What follows belongs to an exercise in optimizing a design on an open flow for small area, a short achievable clock period and few clock cycles per item; a production flow would make more cautious choices.
At most, simulation tests tie the RTL to the original design; equivalence was not proved.
Power is estimated from default activity; no workload was simulated.

Setup of the baseline:
// bresenham_line_stepper_top
module bresenham_line_stepper_top (
    input  wire logic                            aclk,
    input  wire logic                            aresetn,
    input  wire logic                            cfg_wr_en,
    input  wire logic [bls_pkg::CFG_IDX_W-1:0]   cfg_index,
    input  wire logic [bls_pkg::CFG_DATA_W-1:0]  cfg_wdata,
    input  wire logic                            s_tvalid,
    output logic                                 s_tready,
    input  wire logic [103:0]                    s_tdata,
    input  wire logic                            s_tuser,
    output logic                                 m_tvalid,
    input  wire logic                            m_tready,
    output logic [103:0]                         m_tdata,
    output logic                                 m_tuser,
    output logic                                 m_tlast
);
Size: about 290 flip-flops, roughly 250 I/O pins.
==> flow/config.mk <==
export PLATFORM = sky130hd
export DESIGN_NAME = bresenham_line_stepper_top
export DESIGN_NICKNAME = bresenham_line_stepper_top
export VERILOG_FILES = /design/flow/design.v
export SDC_FILE = /design/flow/constraint.sdc
export NUM_CORES = 4
export LEC_CHECK = 0
export CAP_MARGIN = 20
export CORE_MARGIN = 2
export CORE_UTILIZATION = 40
export CTS_BUF_LIST = sky130_fd_sc_hd__clkbuf_16
export CTS_CLUSTER_DIAMETER = 60
export CTS_CLUSTER_SIZE = 50
export SETUP_SLACK_MARGIN = 3.75
export SLEW_MARGIN = 20
==> flow/constraint.sdc <==
create_clock -name core_clock -period 8.5 [get_ports {aclk}]
set_input_delay 1.7000 -clock core_clock [delete_from_list [all_inputs] [get_ports {aclk}]]
set_output_delay 1.7000 -clock core_clock [all_outputs]
set_load 0.01 [all_outputs]
standard.sh (not shown) runs the stock make flow with config.mk's settings and CLKGATE_MAP_FILE= SYNTH_SCRIPT=/design/flow/synth_recipe.tcl, a recipe that flattens the netlist after the stock synthesis.
==> flow/flow/run.sh <==
#!/bin/bash
# The standard layout (the standard.sh), with the port buffers made from buf_1 cells
# instead of the buffer that buffer_ports picks by default. Every port still gets a buffer.
set -euo pipefail
export BUFFER_PORTS_ARGS="-buffer_cell sky130_fd_sc_hd__buf_1"
bash standard.sh > standard.log 2>&1
Testbench counts of the baseline, summed over its fixed seeds: cycles 300,770, items 279,162.
## Diff of input files: the candidate against the baseline
# the baseline
export LEC_CHECK = 0
export CAP_MARGIN = 20
export CORE_MARGIN = 2
export CORE_UTILIZATION = 40
export CTS_BUF_LIST = sky130_fd_sc_hd__clkbuf_16
export CTS_CLUSTER_DIAMETER = 60
export CTS_CLUSTER_SIZE = 50
export SETUP_SLACK_MARGIN = 3.75
export SLEW_MARGIN = 20
create_clock -name core_clock -period 8.5 [get_ports {aclk}]
# the candidate
export LEC_CHECK = 0
export CAP_MARGIN = 20
export CORE_MARGIN = 2
export CORE_UTILIZATION = 40
export CTS_BUF_LIST = sky130_fd_sc_hd__clkbuf_16
export CTS_CLUSTER_DIAMETER = 80
export CTS_CLUSTER_SIZE = 40
export SETUP_SLACK_MARGIN = 3.75
export SLEW_MARGIN = 20
create_clock -name core_clock -period 8.5 [get_ports {aclk}]
Notes after the runs:
- The candidate: flow completed, timing, DRC and antenna clean
- Cmp the baseline and the candidate / cell-internal power / lower: the candidate
- Taking the baseline as the reference, in the candidate number of flip-flops and latches barely changed; final net count shows a reduction of 0.43%; final design area excluding fillers moved down.
- Compared with the baseline, the candidate is more frugal on power.
- In the candidate the total routed wirelength turned out 380 um lower than in the baseline.
- From the baseline to the candidate the numbers moved as follows: sequential cell fraction of total power increased 1.5 points; number of standard cells in the final layout excluding fillers -about 0.7%; sequential share of layout area +0.47 points.

Another version of the RTL of bresenham_line_stepper_top (not shown whole).
For scale: about 290 flip-flops, ~250 I/O pins.
Settings: LEC_CHECK=0, CAP_MARGIN=20, CORE_MARGIN=2, CORE_UTILIZATION=40, CTS_BUF_LIST=sky130_fd_sc_hd__clkbuf_16, CTS_CLUSTER_DIAMETER=80, CTS_CLUSTER_SIZE=40, GPL_ROUTABILITY_DRIVEN=0, SETUP_SLACK_MARGIN=3.75, SLEW_MARGIN=20; clock period 8.5 ns.
Scripts as last shown in full above: flow/flow/run.sh
Testbench counts at the start, summed over its fixed seeds: cycles 300,770, items 279,162.
Edit:
--- a/flow/config.mk
+++ b/flow/config.mk
@@ -6,5 +6,5 @@
 export NUM_CORES = 4
 export LEC_CHECK = 0
-export CAP_MARGIN = 20
+export CAP_MARGIN = 5
 export CORE_MARGIN = 2
 export CORE_UTILIZATION = 40
@@ -12,5 +12,4 @@
 export CTS_CLUSTER_DIAMETER = 80
 export CTS_CLUSTER_SIZE = 40
-export GPL_ROUTABILITY_DRIVEN = 0
 export SETUP_SLACK_MARGIN = 3.75
-export SLEW_MARGIN = 20
+export SLEW_MARGIN = 5
The changed run finished with timing, DRC and antenna clean. Global-route usage barely changes. Count of clock-buffer cells in the layout came out higher by 1. Via count came out lower slightly. Final area came out lower slightly. Critical path depth came out lower by 2. Sequential cell count does not change. Power came out lower by a few percent. Clock skew came out higher by 17 ps.
Edit:
--- a/flow/config.mk
+++ b/flow/config.mk
@@ -6,5 +6,5 @@
 export NUM_CORES = 4
 export LEC_CHECK = 0
-export CAP_MARGIN = 5
+export CAP_MARGIN = 20
 export CORE_MARGIN = 2
 export CORE_UTILIZATION = 40
@@ -13,3 +13,3 @@
 export CTS_CLUSTER_SIZE = 40
 export SETUP_SLACK_MARGIN = 3.75
-export SLEW_MARGIN = 5
+export SLEW_MARGIN = 20
Outcome:
- area after synthesis stays the same
- design area stays flat
- synthesized cell count stays the same
- setup slack degrades by 23 ps
- via count fell by 0.46%
- global-route usage rose by 0.18 points
- clock skew fell by 20 ps
- fmax fell by 0.49%
- power barely changes
- worst hold slack improves by 4.1 ps
Edit:
--- a/flow/config.mk
+++ b/flow/config.mk
@@ -12,4 +12,4 @@
 export CTS_CLUSTER_DIAMETER = 80
 export CTS_CLUSTER_SIZE = 40
-export SETUP_SLACK_MARGIN = 3.75
+export SETUP_SLACK_MARGIN = 4.0
 export SLEW_MARGIN = 20
The new run finished clean.
Combinational power went up by 20%.
Critical path depth went up by 3.
Final area went up by about 5%.
Via count went up by 2.5%.
Global-route usage went up by 0.39 points.
Worst setup slack loses 58 ps.
First-iteration DRC count went up by 17%.
Clock power went up by about 9%.
Utilization went up by 2.4 points.
Sequential power hardly moves.
Cell count went up by about 1.8%.

bresenham_line_stepper_top, a different RTL version from the one above (not shown whole).
Size in the first run: about 2800 cells after synthesis, roughly 280 flip-flops, roughly 250 I/O pins, roughly 0.025 sq mm of cells after synthesis.
==> flow/config.mk <==
export PLATFORM = sky130hd
export DESIGN_NAME = bresenham_line_stepper_top
export DESIGN_NICKNAME = bresenham_line_stepper_top
export VERILOG_FILES = /design/flow/design.v
export SDC_FILE = /design/flow/constraint.sdc
export NUM_CORES = 4
export LEC_CHECK = 0
export ABC_CLOCK_PERIOD_IN_PS = 3000
export CAP_MARGIN = 20
export CORE_MARGIN = 2
export CORE_UTILIZATION = 40
export SETUP_SLACK_MARGIN = 5
export SLEW_MARGIN = 20
==> flow/constraint.sdc <==
create_clock -name core_clock -period 8.5 [get_ports {aclk}]
set_input_delay 1.7000 -clock core_clock [delete_from_list [all_inputs] [get_ports {aclk}]]
set_output_delay 1.7000 -clock core_clock [all_outputs]
set_load 0.01 [all_outputs]
run.sh (not shown) runs the stock make flow with config.mk's settings and CLKGATE_MAP_FILE= SYNTH_SCRIPT=/design/flow/synth_recipe.tcl, a recipe that flattens the netlist after the stock synthesis.
Stock flow here: none of the scripts above is used.
Edit:
ABC_CLOCK_PERIOD_IN_PS = 4000   (was 3000)
SETUP_SLACK_MARGIN = 4.3   (was 5)
=> Sequential share of layout area increases by 1.2 points; clock skew goes up by 0.0086 ns; total power went down by 1.7%; design area falls by 4.9%; global-route usage is lower by 0.34 points; worst setup slack gets worse by 0.026 ns; critical path depth is unchanged; synthesized cell count does not change.
No run of this note included a check of the RTL's function; only the layout flow was run.

Setup of run A:
bresenham_line_stepper_top with an RTL version that a note above also has.
Size: ~2600 cells after synthesis, about 250 I/O pins, about 0.023 sq mm of cells after synthesis.
export LEC_CHECK = 0
export CAP_MARGIN = 20
export CORE_MARGIN = 2
export CORE_UTILIZATION = 40
export SETUP_SLACK_MARGIN = 3.5
export SLEW_MARGIN = 20
create_clock -name core_clock -period 8.5 [get_ports {aclk}]
Having completed the whole flow, run A delivered a layout that passed the timing, design-rule and antenna checks.
Testbench counts of run A, summed over its fixed seeds: cycles 300,770, items 279,162.
Setup changes, run A to run B
Settings: SETUP_SLACK_MARGIN now 4.25, was 3.5.
==> flow/flow/run.sh (new file) <==
#!/bin/bash
# The standard layout (the standard.sh), with the port buffers made from buf_1 cells
# instead of the buffer that buffer_ports picks by default. Every port still gets a buffer.
set -euo pipefail
export BUFFER_PORTS_ARGS="-buffer_cell sky130_fd_sc_hd__buf_1"
bash standard.sh > standard.log 2>&1
==> flow/standard.sh (new file) <==
#!/bin/bash
# synth_recipe.tcl (not shown) runs the flow's synth.tcl, then flattens the netlist and writes it again
# the make line also repeats each setting of config.mk as NAME=value (left out here)
make -C /OpenROAD-flow-scripts/flow DESIGN_CONFIG=/design/flow/config.mk WORK_HOME=/design/flow/orfs CLKGATE_MAP_FILE= SYNTH_SCRIPT=/design/flow/synth_recipe.tcl "${@:-finish}"
removed: flow/run.sh
[summary]
Summary of the comparison: total vias in the final route is higher in run B, relative to run A. In run B relative to run A, first-iteration DRC count had gone up by a few percent. Compared with run A, clock-buffer cell count in run B increased by a few percent. Summary — remaining max-slew budget at the tightest pin, run B relative to run A: higher, by 3.1 points. Looking at final worst-path cycle share, run B sits below run A. From run A to run B the numbers moved as follows: net switching fraction of the power comparable; met3 global-route usage now smaller. Total routing resource utilization after global routing in run B is 0.85 points higher than in run A.
Modified inputs, run C compared to run B
Settings: CTS_CLUSTER_SIZE: unset -> 20; SETUP_SLACK_MARGIN: 4.25 -> 3.75; CTS_BUF_LIST: unset -> sky130_fd_sc_hd__clkbuf_4.
[summary]
Every stage of the flow completed for run C, and the final layout passed the timing, design-rule and antenna checks. Going from run B to run C, the required time at the worst-slack endpoint was found to have gone up by 0.32 ns. Of run B and run C, the lower final worst-path cycle share belongs to run B. Design area came out lower on run C than on run B. Comparing run B against run C, there is no change at all in number of hold violations in the final report.
Inputs modified between run C and run D:
Settings: CTS_BUF_LIST: sky130_fd_sc_hd__clkbuf_4 -> unset; SETUP_SLACK_MARGIN: 3.75 -> 4.0; CTS_CLUSTER_SIZE: 20 -> unset.
==> flow/run.sh (new file) <==
#!/bin/bash
# synth_recipe.tcl (not shown) runs the flow's synth.tcl, then flattens the netlist and writes it again
# the make line also repeats each setting of config.mk as NAME=value (left out here)
make -C /OpenROAD-flow-scripts/flow DESIGN_CONFIG=/design/flow/config.mk WORK_HOME=/design/flow/orfs CLKGATE_MAP_FILE= SYNTH_SCRIPT=/design/flow/synth_recipe.tcl finish
removed: flow/flow/run.sh
removed: flow/standard.sh
[summary]
Relative to run C, proportion of cell area spent on the clock network has decreased by 0.19 points in run D.
Part of the cycle the worst path needs: run D vs run C down 1.6 points
In terms of initial standard-cell utilization of the core, run C and run D differ only marginally.
Run D packs its core tighter than run C.

Setup of north:
RTL: one of the versions met above, not the one the previous note started from.
Size: roughly 2,700 cells after synthesis.
Settings: LEC_CHECK=0, CAP_MARGIN=20, CORE_MARGIN=2, CORE_UTILIZATION=40, CTS_BUF_LIST=sky130_fd_sc_hd__clkbuf_16, CTS_CLUSTER_DIAMETER=80, CTS_CLUSTER_SIZE=40, SETUP_SLACK_MARGIN=3.85, SLEW_MARGIN=20; clock period 8.5 ns.
standard.sh (not shown) runs the stock make flow with config.mk's settings and CLKGATE_MAP_FILE= SYNTH_SCRIPT=/design/flow/synth_recipe.tcl, a recipe that flattens the netlist after the stock synthesis.
==> flow/flow/run.sh <==
#!/bin/bash
# The standard layout (the standard.sh), with the port buffers made from buf_1 cells
# instead of the buffer that buffer_ports picks by default. Every port still gets a buffer.
set -euo pipefail
export BUFFER_PORTS_ARGS="-buffer_cell sky130_fd_sc_hd__buf_1"
bash standard.sh > standard.log 2>&1
north: all stages complete, timing, DRC and antenna checks passed
Testbench counts of north, summed over its fixed seeds: cycles 300,770, items 279,162.
## Diff of input files: south against north
# north
export LEC_CHECK = 0
export CAP_MARGIN = 20
export CORE_MARGIN = 2
export CORE_UTILIZATION = 40
export CTS_BUF_LIST = sky130_fd_sc_hd__clkbuf_16
export CTS_CLUSTER_DIAMETER = 80
export CTS_CLUSTER_SIZE = 40
export SETUP_SLACK_MARGIN = 3.85
export SLEW_MARGIN = 20
create_clock -name core_clock -period 8.5 [get_ports {aclk}]
# south
export LEC_CHECK = 0
export CAP_MARGIN = 20
export CORE_MARGIN = 2
export CORE_UTILIZATION = 40
export CTS_BUF_LIST = sky130_fd_sc_hd__clkbuf_16
export CTS_CLUSTER_DIAMETER = 80
export CTS_CLUSTER_SIZE = 40
export SETUP_SLACK_MARGIN = 3.25
export SLEW_MARGIN = 20
create_clock -name core_clock -period 8.5 [get_ports {aclk}]
Compared with north, in south actual slew at the worst max-slew pin climbed 11 ps, final-report setup violation count barely changed, fraction of area in non-clock buffers dropped 1.6 points. Re estimated wirelength of the detail-placed design: south is 1200 microns up on north.
> inputs changed (south -> east)
# south
export LEC_CHECK = 0
export CAP_MARGIN = 20
export CORE_MARGIN = 2
export CORE_UTILIZATION = 40
export CTS_BUF_LIST = sky130_fd_sc_hd__clkbuf_16
export CTS_CLUSTER_DIAMETER = 80
export CTS_CLUSTER_SIZE = 40
export SETUP_SLACK_MARGIN = 3.25
export SLEW_MARGIN = 20
create_clock -name core_clock -period 8.5 [get_ports {aclk}]
# east
export LEC_CHECK = 0
export CAP_MARGIN = 20
export CORE_MARGIN = 2
export CORE_UTILIZATION = 40
export CTS_BUF_LIST = sky130_fd_sc_hd__clkbuf_8
export CTS_CLUSTER_SIZE = 30
export SETUP_SLACK_MARGIN = 3.75
export SLEW_MARGIN = 20
create_clock -name core_clock -period 8.5 [get_ports {aclk}]
--- outcome ---
- east | stages: all done | timing, DRC, antenna: all pass
- Compared east against south; power share of the clock group within noise.
- Diff south -> east: number of buffers inserted to repair setup after CTS grew by 13; sequential cell count held; total power went up; logic depth of the worst path, buffers included fell 4.
- Between east and south, the count of H-tree levels built during CTS is lower for south.
- east ended up with a higher utilization after layout than south did.
- Lower routed wire length among east and south: south
- Headroom to the max-slew limit: south vs east, no meaningful difference
- Comparing east and south, the higher number of cells in the finished layout apart from fillers was measured on east.
- Relative to south, final instance area increased by about 2% in east.
> inputs changed (east -> west)
# east
export LEC_CHECK = 0
export CAP_MARGIN = 20
export CORE_MARGIN = 2
export CORE_UTILIZATION = 40
export CTS_BUF_LIST = sky130_fd_sc_hd__clkbuf_8
export CTS_CLUSTER_SIZE = 30
export SETUP_SLACK_MARGIN = 3.75
export SLEW_MARGIN = 20
create_clock -name core_clock -period 8.5 [get_ports {aclk}]
# west
export LEC_CHECK = 0
export CAP_MARGIN = 20
export CORE_MARGIN = 2
export CORE_UTILIZATION = 50
export CTS_BUF_LIST = sky130_fd_sc_hd__clkbuf_16
export CTS_CLUSTER_DIAMETER = 80
export CTS_CLUSTER_SIZE = 40
export SETUP_SLACK_MARGIN = 3.75
export SLEW_MARGIN = 20
create_clock -name core_clock -period 8.5 [get_ports {aclk}]
west has instance area at placement below what east had.
[compare] base=east new=west: critical path arrival neither gained nor lost much; layout buffering overhead excluding clock cells climbed 1.1 points.
For the layout overhead on the synthesized area, west came in 0.72 points lower than east did.
Looking at west and east, the flip-flop and latch count is a wash.
What middle does differently from west at the input level:
# west
export LEC_CHECK = 0
export CAP_MARGIN = 20
export CORE_MARGIN = 2
export CORE_UTILIZATION = 50
export CTS_BUF_LIST = sky130_fd_sc_hd__clkbuf_16
export CTS_CLUSTER_DIAMETER = 80
export CTS_CLUSTER_SIZE = 40
export SETUP_SLACK_MARGIN = 3.75
export SLEW_MARGIN = 20
create_clock -name core_clock -period 8.5 [get_ports {aclk}]
# middle
export LEC_CHECK = 0
export CAP_MARGIN = 20
export CORE_MARGIN = 2
export CORE_UTILIZATION = 40
export CTS_BUF_LIST = sky130_fd_sc_hd__clkbuf_16
export CTS_CLUSTER_DIAMETER = 80
export CTS_CLUSTER_SIZE = 40
export SETUP_SLACK_MARGIN = 3.5
export SLEW_MARGIN = 20
create_clock -name core_clock -period 8.5 [get_ports {aclk}]
Results
[compare] base=west new=middle: clock power picked up an extra about 9%; final standard cell area without fillers lost 2.2%; clock network fraction of total power picked up an extra 1.8 points; worst setup slack lost 150 ps. Taking middle over west, the layout clock buffer count ratio works out to 1.13. Maximum VDD drop: west and middle compared, higher one is west. Compared with west, middle degrades peak clock frequency supported by timing. Insertion delay of the later-clocked pin in the worst-skew pair is higher on middle.

static timing again, ports no longer ideal:
No port has a modelled driver above. Below, the same layouts with a new extraction and two added sets of constraints.
Step 1 assumes that a clkbuf_16 drives the clock port and a buf_2 every other input.
Step 2 times the ports against the registers' clock, not the clock port: input delays grow and output delays shrink by t, the midpoint of the rising clock arrivals with the driver on.
Slacks: no drivers / after step 1 / after step 2; pairs: no drivers / after step 1.
run | shift t [ns] | setup slack, ns | hold WS [ns] | pins driven straight from the clock port
the baseline | 0.624 | 3.685 / 3.685 / 3.310 | 0.463 / 0.463 / 0.463 | 1
the candidate | 0.633 | 3.690 / 3.690 / 3.362 | 0.468 / 0.468 / 0.468 | 1
the first run of note 2 | 0.657 | 3.742 / 3.742 / 3.241 | 0.471 / 0.471 / 0.471 | 1
the second run of note 2 | 0.649 | 3.801 / 3.801 / 3.311 | 0.464 / 0.464 / 0.464 | 1
the third run of note 2 | 0.623 | 3.778 / 3.778 / 3.372 | 0.468 / 0.468 / 0.468 | 1
the fourth run of note 2 | 0.648 | 3.720 / 3.720 / 3.412 | 0.466 / 0.466 / 0.466 | 1
the first run of note 3 | 0.625 | 2.083 / 2.054 / 1.429 | 0.465 / 0.465 / 0.465 | 1
the second run of note 3 | 0.622 | 2.057 / 2.059 / 1.437 | 0.462 / 0.462 / 0.462 | 1
run A | 0.619 | 3.555 / 3.530 / 3.144 | 0.465 / 0.465 / 0.465 | 1
run B | 0.617 | 3.747 / 3.747 / 3.747 | 0.466 / 0.466 / 0.466 | 1
run C | 0.925 | 3.689 / 3.689 / 3.161 | 0.464 / 0.464 / 0.464 | 1
run D | 0.623 | 3.823 / 3.823 / 3.550 | 0.463 / 0.463 / 0.463 | 1
north | 0.649 | 3.664 / 3.664 / 3.421 | 0.468 / 0.468 / 0.468 | 1
south | 0.661 | 3.312 / 3.312 / 3.245 | 0.469 / 0.469 / 0.469 | 1
east | 0.727 | 3.813 / 3.813 / 3.274 | 0.465 / 0.465 / 0.465 | 1
west | 0.621 | 3.733 / 3.733 / 3.337 | 0.470 / 0.470 / 0.470 | 1
middle | 0.645 | 3.579 / 3.579 / 3.255 | 0.470 / 0.470 / 0.470 | 1
After both steps every run listed still meets setup and hold. The setup slack of the first run of note 3, which loses most, moves by -0.029 ns with the drivers and by -0.654 ns with both steps.
